Context: an optimization exercise on an open-source flow, tuned for small area, a short achievable clock period and few clock cycles per item. The choices shown serve that exercise and are no tape-out recipe. RTL that was checked went through simulation tests only; none was proved equivalent to the original.

==> quartz: inputs <==
==> flow/design.v (excerpt) <==
module step_detector_cadence_core #(
   parameter int COUNT_WIDTH = sdc_pkg::COUNT_WIDTH_DEF
) (
   input  logic                                  clock,
   input  logic                                  reset,
   input  logic                                  csr_we,
   input  logic [sdc_pkg::CSR_IDX_W-1:0]         csr_index,
   input  logic [sdc_pkg::CSR_DATA_W-1:0]        csr_wdata,
   input  logic                                  req_valid,
   output logic                                  req_stall,
   input  logic signed [sdc_pkg::ACCEL_W-1:0]    req_accel_x,
   input  logic signed [sdc_pkg::ACCEL_W-1:0]    req_accel_y,
   input  logic signed [sdc_pkg::ACCEL_W-1:0]    req_accel_z,
   input  logic [sdc_pkg::TIME_W-1:0]            req_time_ms,
   input  logic                                  req_clear_count,
   output logic                                  rsp_valid,
   input  logic                                  rsp_stall,
   output logic                                  rsp_stepped,
   output logic [sdc_pkg::STEP_COUNT_W-1:0]      rsp_step_count,
   output logic [sdc_pkg::CAD_W-1:0]             rsp_cadence
);
   localparam logic [COUNT_WIDTH-1:0] COUNT_MAX = '1;
   logic [14:0] thr_ff, mrg_ff;
   logic [15:0] minv_ff, maxv_ff, idle_ff;
   logic [29:0] nthr2_ff, nlvl2_ff;    
  ...
==> flow/config.mk <==
export PLATFORM = sky130hd
export DESIGN_NAME = step_detector_cadence_core
export DESIGN_NICKNAME = step_detector_cadence_core
export VERILOG_FILES = /design/flow/design.v
export SDC_FILE = /design/flow/constraint.sdc
export NUM_CORES = 4
export LEC_CHECK = 0
export CAP_MARGIN = 20
export CORE_MARGIN = 2
export CORE_UTILIZATION = 40
export SLEW_MARGIN = 20
==> flow/constraint.sdc <==
create_clock -name core_clock -period 9.0 [get_ports {clock}]
set_input_delay 1.8000 -clock core_clock [delete_from_list [all_inputs] [get_ports {clock}]]
set_output_delay 1.8000 -clock core_clock [all_outputs]
set_load 0.01 [all_outputs]
run.sh (not shown) runs the stock make flow with config.mk's settings and CLKGATE_MAP_FILE= SYNTH_SCRIPT=/design/flow/synth_recipe.tcl, a recipe that flattens the netlist after the stock synthesis.
==> zinc: changes against quartz <==
--- a/flow/design.v
+++ b/flow/design.v
@@ -30,87 +30,73 @@
    typedef struct packed {
       logic busy;
       logic done;
    } sdc_div_stat_type;
 endpackage
 `timescale 1ns / 1ps
-module sdc_div (
+module sdc_div #(
+   parameter int K = 3
+) (
    input  logic        clock,
-   input  logic        load,       
-   input  logic [15:0] d_ld,
+   input  logic        init,       
    input  logic        step,       
    input  logic [15:0] d,          
    input  logic        sat,        
    input  logic [16:0] cad,        
    output logic        done,
    output logic [16:0] cad_new
 );
-   logic [2:0]  cnt_ff;
-   logic [15:0] rem_ff;
-   logic [24:0] acc_ff;            
-   logic [2:0]  q_ff;              
-   logic [16:0] lo_ld;
-   logic        qa, qb;
-   logic [8:0]  ra, r2b;
-   logic [9:0]  db;
-   assign lo_ld = 17'h06000 + {2'b0, d_ld[15:1]};
-   assign qa    = d_ld <= 16'd234;
-   assign ra    = qa ? 9'(9'd234 - 9'(d_ld)) : 9'd234;
-   assign r2b   = {ra[7:0], lo_ld[15]};
-   assign db    = {1'b0, r2b} - 10'(d_ld);
-   assign qb    = (d_ld[15:9] == 7'd0) && !db[9];
-   logic [16:0] lo;
-   assign lo = 17'h06000 + {2'b0, d[15:1]};
-   logic [2:0]  nb, dlo;
-   logic [4:0]  dch;
-   logic [24:0] rnd;
+   localparam int NIT = (17 + K - 1) / K;
+   localparam int NB  = NIT * K;
+   localparam logic [23:0] NUM_HI = 24'd15360000 & ~24'h1FFFF;    
+   localparam int CW = $clog2(NIT + 1);
+   logic [CW-1:0] cnt_ff;
+   logic [15:0]   rem_ff;
+   logic [25:0]   acc_ff;
+   logic [NB+7:0] num;
+   assign num = (NB+8)'(NUM_HI) + (NB+8)'(17'h06000 + {1'b0, d[15:1]});
+   logic [15:0]   r;
+   logic [16:0]   r2, diff;
+   logic [K-1:0]  q;
+   logic [K-1:0]  dch;
+   logic [25:0]   add;
+   integer        i, bi;
    always_comb begin
-      case (cnt_ff)
-         3'd0:    begin nb = lo[14:12]; dch = cad[16:12];        rnd = 25'd0; end
-         3'd1:    begin nb = lo[11:9];  dch = {2'b0, cad[11:9]}; rnd = 25'd0; end
-         3'd2:    begin nb = lo[8:6];   dch = {2'b0, cad[8:6]};   rnd = 25'd2; end
-         3'd3:    begin nb = lo[5:3];   dch = {2'b0, cad[5:3]};   rnd = 25'd0; end
-         default: begin nb = lo[2:0];   dch = {2'b0, cad[2:0]};   rnd = 25'd0; end
-      endcase
+      r   = rem_ff;
+      q   = '0;
+      dch = '0;
+      for (i = 0; i < K; i = i + 1) begin
+         bi   = NB - 1 - K * int'(cnt_ff) - i;
+         r2   = {r, num[bi]};
+         diff = r2 - {1'b0, d};
+         q[K-1-i] = sat ? (bi <= 16) : (r2 >= {1'b0, d});
+         r    = (r2 >= {1'b0, d}) ? diff[15:0] : r2[15:0];
+         dch[K-1-i] = (bi <= 16) ? cad[bi] : 1'b0;
+      end
    end
-   logic [15:0] r0, r1, r2, r3;
-   logic [2:0]  q;
-   function automatic logic [16:0] dstep(input logic [15:0] r, input logic b,
-                                         input logic [15:0] dv);
-      logic [16:0] s;
-      logic [17:0] df;
-      s  = {r, b};
-      df = {1'b0, s} - {2'b0, dv};
-      dstep = df[17] ? {1'b0, s[15:0]} : {1'b1, df[15:0]};
-   endfunction
-   logic [16:0] o1, o2, o3;
-   assign r0 = rem_ff;
-   assign o1 = dstep(r0, nb[2], d);
-   assign r1 = o1[15:0];
-   assign o2 = dstep(r1, nb[1], d);
-   assign r2 = o2[15:0];
-   assign o3 = dstep(r2, nb[0], d);
-   assign r3 = o3[15:0];
-   assign q  = sat ? 3'b111 : {o1[16], o2[16], o3[16]};
-   logic [24:0] acc_q;
-   assign acc_q = acc_ff + 25'(7'd77 * q_ff);
+   logic [25:0] rnd;
+   always_comb begin
+      rnd = '0;
+      for (int c = 0; c < NIT; c++)
+         if (int'(cnt_ff) == c && (NB - K * c - K) <= 7 && 7 <= (NB - 1 - K * c))
+            rnd = 26'(1) << (7 - (NB - K * c - K));
+   end
+   assign add = 26'(77) * 26'(q) + 26'(179) * 26'(dch) + rnd;
    always_ff @(posedge clock) begin
-      if (load) begin
+      if (init) begin
          cnt_ff <= '0;
-         rem_ff <= {7'd0, qb ? db[8:0] : r2b};
-         acc_ff <= 25'(7'd77 * {qa, (qb || d_ld < 16'd118)});
-         q_ff   <= '0;
+         rem_ff <= 16'(num >> NB);
+         acc_ff <= '0;
       end else if (step && !done) begin
          cnt_ff <= cnt_ff + 1'b1;
-         rem_ff <= r3;
-         acc_ff <= (acc_q << 3) + 25'(8'd179 * dch) + rnd;
-         q_ff   <= q;
+         rem_ff <= r;
+         acc_ff <= (acc_ff << K) + add;
       end
    end
-   assign done    = cnt_ff == 3'd5;
-   assign cad_new = acc_q[24:8];
+   assign done    = (int'(cnt_ff) == NIT);
+   assign cad_new = acc_ff[24:8];
 endmodule
 `timescale 1ns / 1ps
 module sdc_sq3 (
    input  logic [15:0] x,
    input  logic [15:0] y,
    input  logic [15:0] z,
@@ -1276,37 +1262,28 @@
    output logic [sdc_pkg::STEP_COUNT_W-1:0]      rsp_step_count,
    output logic [sdc_pkg::CAD_W-1:0]             rsp_cadence
 );
    localparam logic [COUNT_WIDTH-1:0] COUNT_MAX = '1;
    logic [14:0] thr_ff, mrg_ff;
    logic [15:0] minv_ff, maxv_ff, idle_ff;
-   logic [29:0] nthr2_ff, nlvl2_ff;    
-   logic        rearm_ff;              
+   logic [29:0] thr2_ff, lvl2_ff;      
    logic [1:0]  sq_ff;                 
    logic        v1_ff;
    logic [15:0] x_ff, y_ff, z_ff;
    logic [31:0] t1_ff;
    logic        clr1_ff;
    logic        v2_ff, gt_ff, lt_ff, clr2_ff, inr_ff, idl_ff, sat_ff;
    logic [31:0] t2_ff;
    logic [15:0] d2_ff;
    logic                   rsp_valid_ff, stepped_ff, latched_ff, have_ff;
    logic [COUNT_WIDTH-1:0] cnt_ff;
    logic [31:0]            last_ff;
    logic [16:0]            cad_ff;
-   logic [31:0] m, sa, sb, gs, gc, ls, lc, gr, lr, nt, nl;
+   logic [31:0] m, sa, sb;
    sdc_sq3 u_sq (.x(x_ff), .y(y_ff), .z(z_ff), .sa(sa), .sb(sb));
-   assign m  = sa + sb;
-   assign nt = {2'b11, nthr2_ff};
-   assign nl = {2'b11, nlvl2_ff};
-   assign gs = sa ^ sb ^ nt;
-   assign gc = (sa & sb) | (sa & nt) | (sb & nt);
-   assign ls = sa ^ sb ^ nl;
-   assign lc = (sa & sb) | (sa & nl) | (sb & nl);
-   assign gr = gs + {gc[30:0], 1'b0};
-   assign lr = ls + {lc[30:0], 1'b1};
+   assign m = sa + sb;
    logic        hit2;
    logic [31:0] last_c, d1;
    assign hit2   = gt_ff && !latched_ff;
    assign last_c = (v2_ff && hit2) ? t2_ff : last_ff;
    assign d1     = t1_ff - last_c;
    logic upd, commit, adv2, adv1, accept, div_done;
@@ -1314,16 +1291,15 @@
    assign upd    = hit2 && have_ff && inr_ff;
    assign commit = v2_ff && !(rsp_valid_ff && rsp_stall) && !(upd && !div_done);
    assign adv2   = !v2_ff || commit;
    assign adv1   = !v1_ff || adv2;
    assign req_stall = !adv1 || (sq_ff != 2'd0);
    assign accept = req_valid && !req_stall;
-   sdc_div u_div (
+   sdc_div #(.K(3)) u_div (
       .clock   (clock),
-      .load    (adv2),
-      .d_ld    (d1[15:0]),
+      .init    (adv2),
       .step    (v2_ff),
       .d       (d2_ff),
       .sat     (sat_ff),
       .cad     (cad_ff),
       .done    (div_done),
       .cad_new (cad_div)
@@ -1334,22 +1310,18 @@
       if (reset) begin
          thr_ff  <= 15'd3072;
          mrg_ff  <= 15'd256;
          minv_ff <= 16'd200;
          maxv_ff <= 16'd3000;
          idle_ff <= 16'd2500;
-         nthr2_ff <= ~30'd9437184;
-         nlvl2_ff <= ~30'd7929856;
-         rearm_ff <= 1'b1;
+         thr2_ff <= 30'd9437184;
+         lvl2_ff <= 30'd7929856;
          sq_ff   <= 2'd0;
       end else begin
-         if (sq_ff == 2'd2) nthr2_ff <= ~m[29:0];
-         if (sq_ff == 2'd1) begin
-            nlvl2_ff <= ~m[29:0];
-            rearm_ff <= mrg_ff < thr_ff;
-         end
+         if (sq_ff == 2'd2) thr2_ff <= m[29:0];
+         if (sq_ff == 2'd1) lvl2_ff <= m[29:0];
          if (sq_ff != 2'd0) sq_ff <= sq_ff - 2'd1;
          if (csr_we) begin
             case (csr_index)
                3'd0: begin thr_ff <= csr_wdata[14:0]; sq_ff <= 2'd3; end
                3'd1: begin mrg_ff <= csr_wdata[14:0]; sq_ff <= 2'd3; end
                3'd2: minv_ff <= csr_wdata;
@@ -1378,14 +1350,14 @@
          t1_ff   <= req_time_ms;
          clr1_ff <= req_clear_count;
       end
       if (reset) v2_ff <= 1'b0;
       else if (adv2) v2_ff <= v1_ff;
       if (adv2) begin
-         gt_ff   <= !(gr[31] && gr[30]);
-         lt_ff   <= lr[31] && lr[30] && rearm_ff;
+         gt_ff   <= m > {2'b0, thr2_ff};
+         lt_ff   <= m < {2'b0, lvl2_ff};
          clr2_ff <= clr1_ff;
          t2_ff   <= t1_ff;
          d2_ff   <= d1[15:0];
          inr_ff  <= (d1 > {16'd0, minv_ff}) && (d1 < {16'd0, maxv_ff});
          idl_ff  <= d1 > {16'd0, idle_ff};
          sat_ff  <= d1[15:0] < 16'd118;
==> fjord: changes against quartz <==
--- a/flow/design.v
+++ b/flow/design.v
@@ -41,13 +41,13 @@
    input  logic [15:0] d,          
    input  logic        sat,        
    input  logic [16:0] cad,        
    output logic        done,
    output logic [16:0] cad_new
 );
-   logic [2:0]  cnt_ff;
+   logic [5:0]  ph_ff;             
    logic [15:0] rem_ff;
    logic [24:0] acc_ff;            
    logic [2:0]  q_ff;              
    logic [16:0] lo_ld;
    logic        qa, qb;
    logic [8:0]  ra, r2b;
@@ -57,59 +57,65 @@
    assign ra    = qa ? 9'(9'd234 - 9'(d_ld)) : 9'd234;
    assign r2b   = {ra[7:0], lo_ld[15]};
    assign db    = {1'b0, r2b} - 10'(d_ld);
    assign qb    = (d_ld[15:9] == 7'd0) && !db[9];
    logic [16:0] lo;
    assign lo = 17'h06000 + {2'b0, d[15:1]};
-   logic [2:0]  nb, dlo;
-   logic [4:0]  dch;
-   logic [24:0] rnd;
+   logic [2:0]  nb;
    always_comb begin
-      case (cnt_ff)
-         3'd0:    begin nb = lo[14:12]; dch = cad[16:12];        rnd = 25'd0; end
-         3'd1:    begin nb = lo[11:9];  dch = {2'b0, cad[11:9]}; rnd = 25'd0; end
-         3'd2:    begin nb = lo[8:6];   dch = {2'b0, cad[8:6]};   rnd = 25'd2; end
-         3'd3:    begin nb = lo[5:3];   dch = {2'b0, cad[5:3]};   rnd = 25'd0; end
-         default: begin nb = lo[2:0];   dch = {2'b0, cad[2:0]};   rnd = 25'd0; end
-      endcase
+      nb = ({3{ph_ff[0]}} & lo[14:12]) | ({3{ph_ff[1]}} & lo[11:9]) | ({3{ph_ff[2]}} & lo[8:6])
+         | ({3{ph_ff[3]}} & lo[5:3]) | ({3{ph_ff[4]}} & lo[2:0]);
    end
-   logic [15:0] r0, r1, r2, r3;
-   logic [2:0]  q;
    function automatic logic [16:0] dstep(input logic [15:0] r, input logic b,
                                          input logic [15:0] dv);
       logic [16:0] s;
       logic [17:0] df;
       s  = {r, b};
       df = {1'b0, s} - {2'b0, dv};
       dstep = df[17] ? {1'b0, s[15:0]} : {1'b1, df[15:0]};
    endfunction
    logic [16:0] o1, o2, o3;
-   assign r0 = rem_ff;
-   assign o1 = dstep(r0, nb[2], d);
-   assign r1 = o1[15:0];
-   assign o2 = dstep(r1, nb[1], d);
-   assign r2 = o2[15:0];
-   assign o3 = dstep(r2, nb[0], d);
-   assign r3 = o3[15:0];
+   logic [2:0]  q;
+   assign o1 = dstep(rem_ff, nb[2], d);
+   assign o2 = dstep(o1[15:0], nb[1], d);
+   assign o3 = dstep(o2[15:0], nb[0], d);
    assign q  = sat ? 3'b111 : {o1[16], o2[16], o3[16]};
+   function automatic logic [9:0] m77(input logic [2:0] v);
+      case (v)
+         3'd0: m77 = 10'd0;   3'd1: m77 = 10'd77;  3'd2: m77 = 10'd154; 3'd3: m77 = 10'd231;
+         3'd4: m77 = 10'd308; 3'd5: m77 = 10'd385; 3'd6: m77 = 10'd462; default: m77 = 10'd539;
+      endcase
+   endfunction
+   function automatic logic [10:0] m179(input logic [2:0] v);
+      case (v)
+         3'd0: m179 = 11'd0;   3'd1: m179 = 11'd179; 3'd2: m179 = 11'd358;  3'd3: m179 = 11'd537;
+         3'd4: m179 = 11'd716; 3'd5: m179 = 11'd895; 3'd6: m179 = 11'd1074; default: m179 = 11'd1253;
+      endcase
+   endfunction
+   logic [2:0]  dch;
+   logic [24:0] dterm;
+   assign dch = ({3{ph_ff[0]}} & cad[14:12]) | ({3{ph_ff[1]}} & cad[11:9])
+              | ({3{ph_ff[2]}} & cad[8:6]) | ({3{ph_ff[3]}} & cad[5:3]) | ({3{ph_ff[4]}} & cad[2:0]);
+   assign dterm = 25'(m179(dch)) + (ph_ff[0] ? 25'(m179({1'b0, cad[16:15]})) << 3 : 25'd0)
+                + (ph_ff[2] ? 25'd2 : 25'd0);
    logic [24:0] acc_q;
-   assign acc_q = acc_ff + 25'(7'd77 * q_ff);
+   assign acc_q = acc_ff + 25'(m77(q_ff));
    always_ff @(posedge clock) begin
       if (load) begin
-         cnt_ff <= '0;
+         ph_ff  <= 6'b000001;
          rem_ff <= {7'd0, qb ? db[8:0] : r2b};
-         acc_ff <= 25'(7'd77 * {qa, (qb || d_ld < 16'd118)});
+         acc_ff <= 25'(m77({1'b0, qa, (qb || d_ld < 16'd118)}));
          q_ff   <= '0;
       end else if (step && !done) begin
-         cnt_ff <= cnt_ff + 1'b1;
-         rem_ff <= r3;
-         acc_ff <= (acc_q << 3) + 25'(8'd179 * dch) + rnd;
+         ph_ff  <= ph_ff << 1;
+         rem_ff <= o3[15:0];
+         acc_ff <= (acc_q << 3) + dterm;
          q_ff   <= q;
       end
    end
-   assign done    = cnt_ff == 3'd5;
+   assign done    = ph_ff[5];
    assign cad_new = acc_q[24:8];
 endmodule
 `timescale 1ns / 1ps
 module sdc_sq3 (
    input  logic [15:0] x,
    input  logic [15:0] y,
@@ -1290,17 +1296,16 @@
    logic [31:0] t2_ff;
    logic [15:0] d2_ff;
    logic                   rsp_valid_ff, stepped_ff, latched_ff, have_ff;
    logic [COUNT_WIDTH-1:0] cnt_ff;
    logic [31:0]            last_ff;
    logic [16:0]            cad_ff;
-   logic [31:0] m, sa, sb, gs, gc, ls, lc, gr, lr, nt, nl;
+   logic [31:0] sa, sb, gs, gc, ls, lc, gr, lr, nt, nl;
    sdc_sq3 u_sq (.x(x_ff), .y(y_ff), .z(z_ff), .sa(sa), .sb(sb));
-   assign m  = sa + sb;
    assign nt = {2'b11, nthr2_ff};
-   assign nl = {2'b11, nlvl2_ff};
+   assign nl = {2'b11, nlvl2_ff} | {32{sq_ff[1] ^ sq_ff[0]}};
    assign gs = sa ^ sb ^ nt;
    assign gc = (sa & sb) | (sa & nt) | (sb & nt);
    assign ls = sa ^ sb ^ nl;
    assign lc = (sa & sb) | (sa & nl) | (sb & nl);
    assign gr = gs + {gc[30:0], 1'b0};
    assign lr = ls + {lc[30:0], 1'b1};
@@ -1339,15 +1344,15 @@
          idle_ff <= 16'd2500;
          nthr2_ff <= ~30'd9437184;
          nlvl2_ff <= ~30'd7929856;
          rearm_ff <= 1'b1;
          sq_ff   <= 2'd0;
       end else begin
-         if (sq_ff == 2'd2) nthr2_ff <= ~m[29:0];
+         if (sq_ff == 2'd2) nthr2_ff <= ~lr[29:0];
          if (sq_ff == 2'd1) begin
-            nlvl2_ff <= ~m[29:0];
+            nlvl2_ff <= ~lr[29:0];
             rearm_ff <= mrg_ff < thr_ff;
          end
          if (sq_ff != 2'd0) sq_ff <= sq_ff - 2'd1;
          if (csr_we) begin
             case (csr_index)
                3'd0: begin thr_ff <= csr_wdata[14:0]; sq_ff <= 2'd3; end
==> results.toml <==
[run_status]
outcome = "finished with violations"
violations = "setup timing"

[drt]
wl_met2_mm = 44.1

[critical_path]
cpLargestDelayFamily = "compound AO/OA/AOI/OAI gates"
cp_num_cells = 57

[synth]
synth-seq-area-share = 0.250

[sta]
fin_ws_ps = -2540
setup_viol = 23

[placed_design]
placed_cells = 5641
(the above is from zinc)
==> results.toml <==
[sta]
setup_viol = 0
hold-worst-slack_ps = 423
fin_ws_ps = 756

[synth]
synth-seq-area-share = 0.245
syn_inst = 4310

[finish]
reg_top3 = "last_ff x32, t1_ff x32, t2_ff x32"
bufAreaShareNonClock = 0.0438

[critical_path]
cpLargestDelayFamily = "compound AO/OA/AOI/OAI gates"
cp_num_cells = 34

[placed_design]
placed_cells = 5595

[run_status]
outcome = "finished clean"
(the above is from quartz)
==> results.toml <==
[run_status]
outcome = "finished clean"

[sta]
worst_slew_pin_slew_ps = 1030
fin_ws_ps = 897
setup_viol = 0

[drt]
wl_met2_mm = 49.3
postRouteAntennaNets = 0
viasPerCell = 5.25

[placed_design]
placed_cells = 5662

[finish]
buffers = 217
dominant_cells = "multi-input combinational cells"
inverters = 559

[synth]
synth-seq-area-share = 0.243

[critical_path]
cp_num_cells = 33
cpLargestDelayFamily = "simple AND/OR/NAND/NOR gates"

[hold_path]
worst_hold_path.endpoint = "clr2_ff"
(the above is from fjord)
Testbench counts of fjord, summed over its fixed seeds: cycles 13,809, items 12,000.
The RTL of quartz and zinc was laid out without a check of its function.

[re-timing with driven ports]
Ports are ideal in the flow. The routed layouts listed here were re-timed in OpenROAD.
Step 1 assumes that a clkbuf_16 drives the clock port and a buf_2 every other input.
Step 2 moves the port delays by t, midway between the first and last clock arrival at a register: inputs arrive t later, outputs are due t later. That takes back most of the time a late clock gives input paths.
Three values: ideal, step 1, step 2; two values: the first two.
run | shift t [ns] | setup slack, ns | worst data-port slew with drivers (ns) | pins driven straight from the clock port
quartz | 0.682 | 0.756 / 0.756 / 0.756 | 0.11 | 1
zinc | 0.688 | -2.542 / -2.542 / -2.542 | 0.07 | 1
fjord | 0.707 | 0.897 / 0.897 / 0.897 | 0.13 | 1
